Context: an optimization exercise on an open-source flow, tuned for small area, a short achievable clock period and few clock cycles. The choices shown serve that exercise and are no tape-out recipe.
Only simulation tests tie the RTL to the original design; equivalence was not proved.
Power is estimated from default activity; no workload was simulated.

File: flow/design.v
`default_nettype none
package stt_pkg;
  typedef enum logic [2:0] {
    OP_ALLOC = 3'd0,
    OP_FREE  = 3'd1,
    OP_BIND  = 3'd2,
    OP_SET   = 3'd3,
    OP_TICK  = 3'd4
  } op_e;
  typedef enum logic [1:0] {
    KIND_GRANT = 2'd0,
    KIND_FAIL  = 2'd1,
    KIND_FIRE  = 2'd2
  } kind_e;
  typedef enum logic [1:0] {
    STATUS_FREE  = 2'd0,
    STATUS_ALLOC = 2'd1,
    STATUS_ARMED = 2'd2
  } status_e;
  typedef struct packed {
    logic [2:0]  op;
    logic [4:0]  timer_index;
    logic [3:0]  queue_id;
    logic [7:0]  payload;
    logic [31:0] delay_ticks;
  } in_req_t;
  typedef struct packed {
    logic [1:0] kind;
    logic [4:0] entry;
    logic [3:0] dest_queue;
    logic [7:0] fire_data;
    logic       last;
  } out_rsp_t;
  typedef struct packed {
    status_e     status;
    logic [31:0] deadline;
    logic [3:0]  queue;
    logic [7:0]  data;
  } entry_t;
  localparam int unsigned EntryWidth = 46;   
endpackage
`default_nettype wire
`default_nettype none
import stt_pkg::*;
module software_timer_table_unit #(
  parameter int unsigned NUM_TIMERS = 32
) (
  input  wire logic              clk_i,
  input  wire logic              rst_ni,
  input  wire logic              in_valid_i,
  output logic                   in_stall_o,
  input  wire logic [51:0]       in_req_i,
  output logic                   out_valid_o,
  input  wire logic              out_stall_i,
  output logic      [19:0]       out_rsp_o
);
  localparam int N = 32;
  localparam int F = 3;        
  logic        stall_q;
  logic        a_v, b_v;
  logic [51:0] a_req, b_req;
  logic [2:0]  op;
  logic [4:0]  idx;
  logic [3:0]  qid;
  logic [7:0]  pay;
  logic [31:0] dly;
  assign op  = a_req[51:49];
  assign idx = a_req[48:44];
  assign qid = a_req[43:40];
  assign pay = a_req[39:32];
  assign dly = a_req[31:0];
  logic [31:0]  cnt_q;           
  logic [31:0]  cnt2_q;          
  logic         nz_q;            
  logic [N-1:0] free_q;          
  logic [N-1:0] armed_q;         
  logic [N-1:0] eq_q;            
  logic [N-1:0] past_q;          
  logic [N-1:0] bound_q;         
  logic [31:0]  dead_q  [N];
  logic [3:0]   queue_q [N];
  logic [7:0]   data_q  [N];
  logic         w_v;
  logic [N-1:0] w_hit;           
  logic [31:0]  w_sum;           
  logic         w_eq, w_past;    
  logic [N-1:0] fm_q [F];        
  logic [F-1:0] ff_q;            
  logic [F-1:0] fx_q;            
  logic [F-1:0] fv_q;            
  logic [1:0]   rd_q, wr_q;
  logic [1:0]   fn_q;            
  logic [N-1:0] h_q;             
  logic         hv_q, hf_q, hx_q;
  logic [N-1:0] pf_q;            
  logic        e_v;
  logic [1:0]  e_kind;
  logic [4:0]  e_idx;
  logic        e_last;
  logic        ov_q, sv_q;
  logic [19:0] orsp_q, srsp_q;
  logic is_alloc, is_free, is_bind, is_set, is_tick;
  logic hz_q;                    
  logic ffull;
  assign ffull = (fn_q == 2'(F));
  logic exec;
  always_comb begin
    exec = a_v;
    if (is_alloc || is_tick) exec = a_v && !ffull;
    if (is_bind)             exec = a_v && !hz_q;
  end
  logic [N-1:0] wsel;            
  always_comb for (int i = 0; i < N; i++) wsel[i] = (idx == 5'(i));
  function automatic logic [N-1:0] below_any(input logic [N-1:0] v);
    logic [N-1:0] p;
    p = v;
    for (int s = 1; s < N; s = s * 2)
      p = p | (p << s);
    below_any = p << 1;          
  endfunction
  logic [N-1:0] fsel;
  assign fsel = free_q & ~below_any(free_q);
  logic [N-1:0] eq_e, past_e;
  assign eq_e   = w_v ? ((eq_q & ~w_hit) | (w_hit & {N{w_eq}}))   : eq_q;
  assign past_e = w_v ? ((past_q & ~w_hit) | (w_hit & {N{w_past}})) : past_q;
  logic [N-1:0] fire;
  assign fire = armed_q & (eq_e | (past_e & {N{nz_q}}));
  logic fire_any;
  assign fire_any = |fire;
  logic [N-1:0] eq_n;
  logic         w_eqn;
  assign w_eqn = (w_sum == cnt2_q);
  always_comb
    for (int i = 0; i < N; i++)
      eq_n[i] = (w_v && w_hit[i]) ? w_eqn : (dead_q[i] == cnt2_q);
  logic [32:0] sum;
  assign sum = {1'b0, dly} + {1'b0, cnt_q};
  logic do_alloc, do_tick, do_set, do_bind, do_free;
  assign do_alloc = exec && is_alloc;
  assign do_tick  = exec && is_tick;
  assign do_set   = exec && is_set;
  assign do_bind  = exec && is_bind;
  assign do_free  = exec && is_free;
  logic         fwrite, fpush;
  assign fwrite = exec && (is_alloc || is_tick);    
  assign fpush  = do_alloc || (do_tick && fire_any);
  logic [N-1:0] hbelow, hsel;
  assign hbelow = below_any(h_q);
  assign hsel   = h_q & ~hbelow;
  logic hmore;                   
  assign hmore  = |(h_q & hbelow);
  logic [4:0] henc;
  always_comb begin
    henc = '0;
    for (int b = 0; b < 5; b++)
      for (int i = 0; i < N; i++)
        if (((i >> b) & 1) == 1) henc[b] = henc[b] | hsel[i];
  end
  logic e_adv, emit, hdone, hload;
  assign e_adv = !e_v || !sv_q;            
  assign emit  = hv_q && e_adv;
  assign hdone = emit && (!hf_q || !hmore);
  assign hload = (!hv_q || hdone) && fv_q[rd_q];
  logic [N-1:0] inq;
  always_comb begin
    inq = (hv_q && hf_q) ? h_q : '0;
    for (int k = 0; k < F; k++)
      if (fv_q[k] && ff_q[k]) inq = inq | fm_q[k];
  end
  logic [3:0]  rq;
  logic [7:0]  rdat;
  logic        rb;
  assign rb   = (e_kind == KIND_FIRE) && bound_q[e_idx];
  assign rq   = rb ? queue_q[e_idx] : 4'd0;
  assign rdat = rb ? data_q[e_idx]  : 8'd0;
  logic [19:0] e_rsp;
  assign e_rsp = {e_kind, e_idx, rq, rdat, e_last};
  logic push;
  assign push = e_v && !sv_q;
  logic a_take, acc;
  assign a_take = !a_v || exec;
  assign acc    = in_valid_i && !stall_q;
  logic [51:0]  a_next;
  assign a_next = b_v ? b_req : in_req_i;
  logic [N-1:0] pf_h;            
  assign pf_h = pf_q | (do_tick ? fire : '0);
  logic hz_a, hz_n;
  assign hz_a = pf_h[idx];
  assign hz_n = pf_h[a_next[48:44]];
  always_ff @(posedge clk_i or negedge rst_ni) begin
    if (!rst_ni) begin
      stall_q <= 1'b0;
      a_v     <= 1'b0;
      b_v     <= 1'b0;
      w_v     <= 1'b0;
      cnt_q   <= '0;
      cnt2_q  <= 32'd2;
      nz_q    <= 1'b1;
      free_q  <= '1;
      armed_q <= '0;
      bound_q <= '0;
      rd_q    <= '0;
      wr_q    <= '0;
      fn_q    <= '0;
      fv_q    <= '0;
      hv_q    <= 1'b0;
      pf_q    <= '0;
      e_v     <= 1'b0;
      ov_q    <= 1'b0;
      sv_q    <= 1'b0;
    end else begin
      stall_q <= !a_take && (b_v || acc);
      if (a_take) begin
        a_v <= b_v || acc;
        b_v <= 1'b0;
      end else if (acc) begin
        b_v <= 1'b1;
      end
      w_v <= do_set;
      if (do_tick) begin
        cnt_q  <= cnt_q + 32'd1;
        cnt2_q <= cnt2_q + 32'd1;
        nz_q   <= (cnt2_q != 32'd0);
      end
      for (int i = 0; i < N; i++) begin
        if (do_alloc && fsel[i]) free_q[i] <= 1'b0;
        if (do_free && wsel[i]) begin
          free_q[i]  <= 1'b1;
          armed_q[i] <= 1'b0;
        end
        if (do_set && wsel[i]) begin
          free_q[i]  <= 1'b0;
          armed_q[i] <= 1'b1;
        end
        if (do_tick && fire[i]) armed_q[i] <= 1'b0;
        if (do_bind && wsel[i]) bound_q[i] <= 1'b1;
      end
      if (fpush) wr_q <= (wr_q == 2'(F - 1)) ? 2'd0 : wr_q + 2'd1;
      if (hload) rd_q <= (rd_q == 2'(F - 1)) ? 2'd0 : rd_q + 2'd1;
      fn_q <= fn_q + 2'(fpush) - 2'(hload);
      for (int k = 0; k < F; k++) begin
        if (fpush && wr_q == 2'(k)) fv_q[k] <= 1'b1;
        else if (hload && rd_q == 2'(k)) fv_q[k] <= 1'b0;
      end
      if (hload)      hv_q <= 1'b1;
      else if (hdone) hv_q <= 1'b0;
      for (int i = 0; i < N; i++) begin
        if (do_tick && fire[i]) pf_q[i] <= 1'b1;
        else if (push && e_kind == KIND_FIRE && e_idx == 5'(i) && !inq[i]) pf_q[i] <= 1'b0;
      end
      if (e_adv) e_v <= emit;
      if (push) begin
        if (!ov_q || !out_stall_i) ov_q <= 1'b1;
        else sv_q <= 1'b1;
      end else if (ov_q && !out_stall_i) begin
        if (sv_q) sv_q <= 1'b0;
        else ov_q <= 1'b0;
      end
    end
  end
  always_ff @(posedge clk_i) begin
    if (a_take) begin
      a_req    <= a_next;
      is_alloc <= (a_next[51:49] == OP_ALLOC);
      is_free  <= (a_next[51:49] == OP_FREE);
      is_bind  <= (a_next[51:49] == OP_BIND);
      is_set   <= (a_next[51:49] == OP_SET);
      is_tick  <= (a_next[51:49] == OP_TICK);
    end
    hz_q <= a_take ? hz_n : hz_a;
    if (!a_take && acc) b_req <= in_req_i;
    if (do_set) begin
      w_hit  <= wsel;
      w_sum  <= sum[31:0];
      w_eq   <= (dly == 32'd1);
      w_past <= sum[32] || (dly == 32'd0);
    end
    for (int i = 0; i < N; i++) begin
      if (w_v && w_hit[i]) dead_q[i] <= w_sum;
      if (do_tick) begin
        eq_q[i]   <= eq_n[i];
        past_q[i] <= 1'b0;
      end else if (w_v && w_hit[i]) begin
        eq_q[i]   <= w_eq;
        past_q[i] <= w_past;
      end
      if (do_bind && wsel[i]) begin
        queue_q[i] <= qid;
        data_q[i]  <= pay;
      end
    end
    for (int k = 0; k < F; k++) begin
      if (fwrite && wr_q == 2'(k)) begin
        fm_q[k] <= is_tick ? fire : fsel;
        ff_q[k] <= is_tick;
        fx_q[k] <= !(|free_q);
      end
    end
    if (hload) begin
      h_q  <= fm_q[rd_q];
      hf_q <= ff_q[rd_q];
      hx_q <= fx_q[rd_q];
    end else if (emit) begin
      h_q  <= h_q & hbelow;
    end
    if (emit) begin
      e_kind <= hf_q ? KIND_FIRE : (hx_q ? KIND_FAIL : KIND_GRANT);
      e_idx  <= henc;
      e_last <= !hf_q || !hmore;
    end
    if (push) begin
      if (!ov_q || !out_stall_i) begin
        if (!sv_q) orsp_q <= e_rsp;
      end else begin
        srsp_q <= e_rsp;
      end
    end
    if (ov_q && !out_stall_i && sv_q) orsp_q <= srsp_q;
  end
  assign in_stall_o  = stall_q;
  assign out_valid_o = ov_q;
  assign out_rsp_o   = orsp_q;
endmodule
`default_nettype wire
File: flow/run.sh
#!/bin/bash
# synth_recipe.tcl (not shown) runs the flow's synth.tcl, then flattens the netlist and writes it again
# the make line also repeats each setting of config.mk as NAME=value (left out here)
make -C /OpenROAD-flow-scripts/flow DESIGN_CONFIG=/design/flow/config.mk WORK_HOME=/design/flow/orfs CLKGATE_MAP_FILE= SYNTH_SCRIPT=/design/flow/synth_recipe.tcl finish
File: flow/config.mk
export PLATFORM = sky130hd
export DESIGN_NAME = software_timer_table_unit
export DESIGN_NICKNAME = software_timer_table_unit
export VERILOG_FILES = /design/flow/design.v
export SDC_FILE = /design/flow/constraint.sdc
export NUM_CORES = 4
export LEC_CHECK = 0
export CAP_MARGIN = 20
export CORE_MARGIN = 2
export CORE_UTILIZATION = 40
export SETUP_SLACK_MARGIN = 4.0
export SLEW_MARGIN = 20
File: flow/constraint.sdc
create_clock -name core_clock -period 8.0 [get_ports {clk_i}]
set_input_delay 1.6000 -clock core_clock [delete_from_list [all_inputs] [get_ports {clk_i}]]
set_output_delay 1.6000 -clock core_clock [all_outputs]
set_load 0.01 [all_outputs]
==> flow_results.org <==
** Status
- The flow ran to the end and the layout has no timing, DRC or antenna violations.

** Yosys
- In the synthesized netlist the async set-or-reset flop fraction comes to 0.103.
- Post-Syn Area per Cell :: 14.5 sq um
- Post-synthesis instance area :: 86900 sq um
- Synth warn :: 5
- Sequential area share after synthesis :: 0.689
- Syn nets :: 6090
- In this run, distinct cell masters in the synthesized netlist total 79.
- Cell count after synthesis :: 5991
- Number of synthesized flops with an enable pin :: 1796
- The synthesized design contains 2039 register bits.
- For this run, the leading register cell type out of synthesis is edfxtp_1.

** Clocking
- The clock tree synthesis step divided the H-tree into 4 levels.
- Number of CTS-inserted buffers :: 207
- The clock passes through at most 3 buffers.
- The clock net in this run drives a total of 2039 sinks.
- Clock edge transition at the registers on the reported setup and hold paths :: roughly 0.070 ns
- In this run, post-CTS hold repair placed 0 buffers.
- Cell at the root of the clock tree :: clkbuf_16
- The clock reaches the later pin of the worst-skew pair after roughly 0.87 ns.
- Clock tree from TritonCTS :: done

** Timing
- The final-report max-slew violation count was 0.
- Setup violations remaining at the end of the flow were counted as 0.
- Unrepaired setup endpoints after global routing :: no
- Derived from the worst setup path, the maximum achievable clock frequency is 253 MHz.
- Setup TNS after final layout :: 0 ns
- Across all setup checks in the final design, the least slack found is 4.04 ns.
- Relative slew slack :: 0.155
- Final Hold Fails :: 0
- Period utilisation layout :: 0.495
- Final hold analysis gives a worst-case slack of 0.461 ns.
- For the pin with the worst max-slew slack, the measured transition is 1.25 ns.
- Clock skew on the completed layout was measured at 0.0638 ns.
- Fin crit period :: 3.96 ns

** Route
- For this run, design rule violations remaining after detail routing come to 0.
- Detail Route Antenna Nets :: 0
- DR pass1 iterations :: 6
- Wire per inst :: 30.7 microns
- The final route contains approximately 55000 vias.
- 1st-iter DRT viols :: 7121
- Wires add up to 286 mm.
- Dividing the detail-routed via count by the number of cells gives 5.92.

** Worst setup path
- The worst setup path is of the register to register kind.
- Data arrives at the worst endpoint at 4.65 ns.
- In this run the worst path has a maximum fanout of 32.
- STA classifies the critical path startpoint as a register.
- Data required time of the critical path :: 8.69 ns
- STA classifies the critical path endpoint as a register.

** Die
- Die height :: 470 microns
- Row generation in the floorplan step produced 171 rows.
- Area of the placeable core :: 217000 sq um
- For this configuration, the core starts out at a cell density of 0.402.
- Full die area :: around 220000 sq um
- Die width :: 470 microns
- Number of I/O pins :: 78

** Final layout
- # nets final :: 6361
- The library cells used most frequently in the layout, excluding fill and tap cells, are edfxtp_1 (1796), xnor2_1 (956), nand4_1 (308).
- From synthesis to final layout, the design area changed by 14.4%.
- Fill cells in the final layout number 19000.
- Final std cells w/o fill :: roughly 9300
- Leaving out fill and tap cells, the most frequent cell in the layout is edfxtp_1.
- In the final layout, the share of cells above drive strength 1 is 0.138.

** GRT
- The first global-routing pass estimated 401 mm of wire.
- The number of global-route vias before repair came to 52100.
- Global-route congestion overflow total :: 0
- Largest net degree at the start of global routing :: 89
- The initial antenna violation count came to 15.
- Across every metal layer, demand over resource in global routing totals 0.252.

** Hold path
- The tightest min-delay check is of the register to register type.

** Pwr
- Maximum vdd ir drop :: 0.261 mV
- In this run the static leakage power is 33.0 nW.
- The design draws 31.1 mW.
- Power density relative to cell area :: 312 nW/um^2

** Placed design
- The number of placed instances, taps included, is 8868.
- Prior to clock tree synthesis, the placed netlist has a worst setup slack of 2.96 ns.
- Routability congestion estimate :: approximately 0.90
- Number of input and output port buffers inserted :: 77
- HPWL reported at the end of detailed placement :: 169 mm

** Flow run
- Reported max-cap violation count :: 0
[path summary, 6_finish.rpt]
| check | start | slack [ns] | depth (start not counted) | end |
|---|---|---|---|---|
| worst max-delay path | cnt2_q[17]$_DFFE_PN0P_ | 4.04 | 9 | eq_q[25]$_DFFE_PP_ |
| worst min-delay path | bound_q[26]$_DFFE_PN0P_ | 0.46 | 1 | bound_q[26]$_DFFE_PN0P_ |
| worst max register to register | cnt2_q[17]$_DFFE_PN0P_ | 4.04 | 9 | eq_q[25]$_DFFE_PP_ |
| worst min register to register | bound_q[26]$_DFFE_PN0P_ | 0.46 | 1 | bound_q[26]$_DFFE_PN0P_ |
| max in group asynchronous | rst_ni | 5.85 | 2 | cnt2_q[19]$_DFFE_PN0P_ |
| min in group asynchronous | rst_ni | 0.82 | 1 | fn_q[0]$_DFF_PN0_ |
[where the power goes]
part / total [mW] / internal [mW] / switching (mW)
registers: 14.7 / 13.6 / 1.07
clock network: 9.48 / 5.26 / 4.22
logic: 6.88 / 2.31 / 4.57
total: 31.1 / 21.2 / 9.86
[layout make-up]
class                      count  area, sq um  area share
clock inverter               116         1030      0.0103
clock buffer                 266         5540      0.0557
timing repair buffer         377         3110      0.0313
inverter                      98          377     0.00379
sequential                  2039        59900       0.603
multi-input combinational   3539        25900       0.260
antenna                        5         12.5    0.000126
tap                         2854         3570      0.0359
[flip-flops by register name, summed over array words and instances, names as in the netlist, 49 cells and up]
signal	count
dead_q	1024
data_q	256
queue_q	128
fm_q	96
b_req	52
a_req	49
[what timing repair did]
item                       4_1_cts  5_1_grt
cloned                           2        1
gates resized for setup         16       32
pin swaps                        4       13
setup endpoints to repair      140      166
setup buffers                   12       24
[synth_stat cells (all sizes together), types with 91 or more instances]
master / n / area share
nor2: 208 / 0.0090
xor2: 186 / 0.019
dfrtp: 176 / 0.051
nand3: 91 / 0.0052
nand2: 280 / 0.012
a21oi: 150 / 0.0086
nand4: 309 / 0.022
edfxtp: 1796 / 0.62
a22oi: 180 / 0.016
inv: 98 / 0.0042
clkbuf: 255 / 0.011
o21ai: 168 / 0.0097
nor4: 141 / 0.011
xnor2: 957 / 0.096
[stage by stage]
stage	area [sq um]	utilization
finish	99400	0.459
global route	99400	0.459
CTS	99100	0.458
detailed placement	92300	0.426
global placement	92300	0.426
floorplan	87000	-
[critical path: stages (launching register included)]
cell     delay, ns
dfrtp_2       0.63
buf_4         0.44
buf_4         0.50
xor2_1        0.13
nor4_1        0.45
nand4_1       0.23
nor2_4        0.11
buf_4         0.58
a21oi_1       0.40
a21oi_1       0.26
[metal layers]
layer	vias to the layer above	wire (microns)	track usage	share of wire
met2	2950	134000	0.405	0.47
met4	2	9320	0.0766	0.033
li1	23200	-	-	-
met3	495	26900	0.0453	0.094
met5	-	17	0	0.000059
met1	28400	116000	0.349	0.41
[cell families (layout without fill, tap and decap cells)]
kind of cell / Yosys count / after routing / share of synthesized area
other: 0 / 5 / 0
XOR/XNOR: 1143 / 1143 / 0.115
multiplexers: 155 / 155 / 0.0205
flip-flops: 2039 / 2039 / 0.689
buffers and inverters: 416 / 857 / 0.0181
adder cells (fa/ha/maj): 45 / 45 / 0.00652
AND/OR/NAND/NOR: 1286 / 1287 / 0.0782
AO/OA/AOI/OAI: 907 / 909 / 0.0727
Testbench counts, summed over its fixed seeds: cycles 12,922.

-- static timing again, ports no longer ideal --
The flow's constraints put no driver on any port. The routed layout listed below was extracted and timed again, unchanged, in two steps.
Step 1, drivers: a clkbuf_16 drives clk_i and a buf_2 each remaining input, both assumed.
Step 2 times the ports against the registers' clock, not the clock port: input delays grow and output delays shrink by t, the midpoint of the rising clock arrivals with the driver on.
a / b / c = ideal / step 1 / step 2; a / b = the first two.
t (ns): 0.928
setup WS [ns]: 4.041 / 4.041 / 3.358
clock arrival spread, ns: 0.068 / 0.069
worst register clock-pin slew, ns: 0.07 / 0.07
After both steps this run still meets setup and hold. For this run, drivers alone change the setup slack by 0.000 ns; drivers and shift together by -0.683 ns.
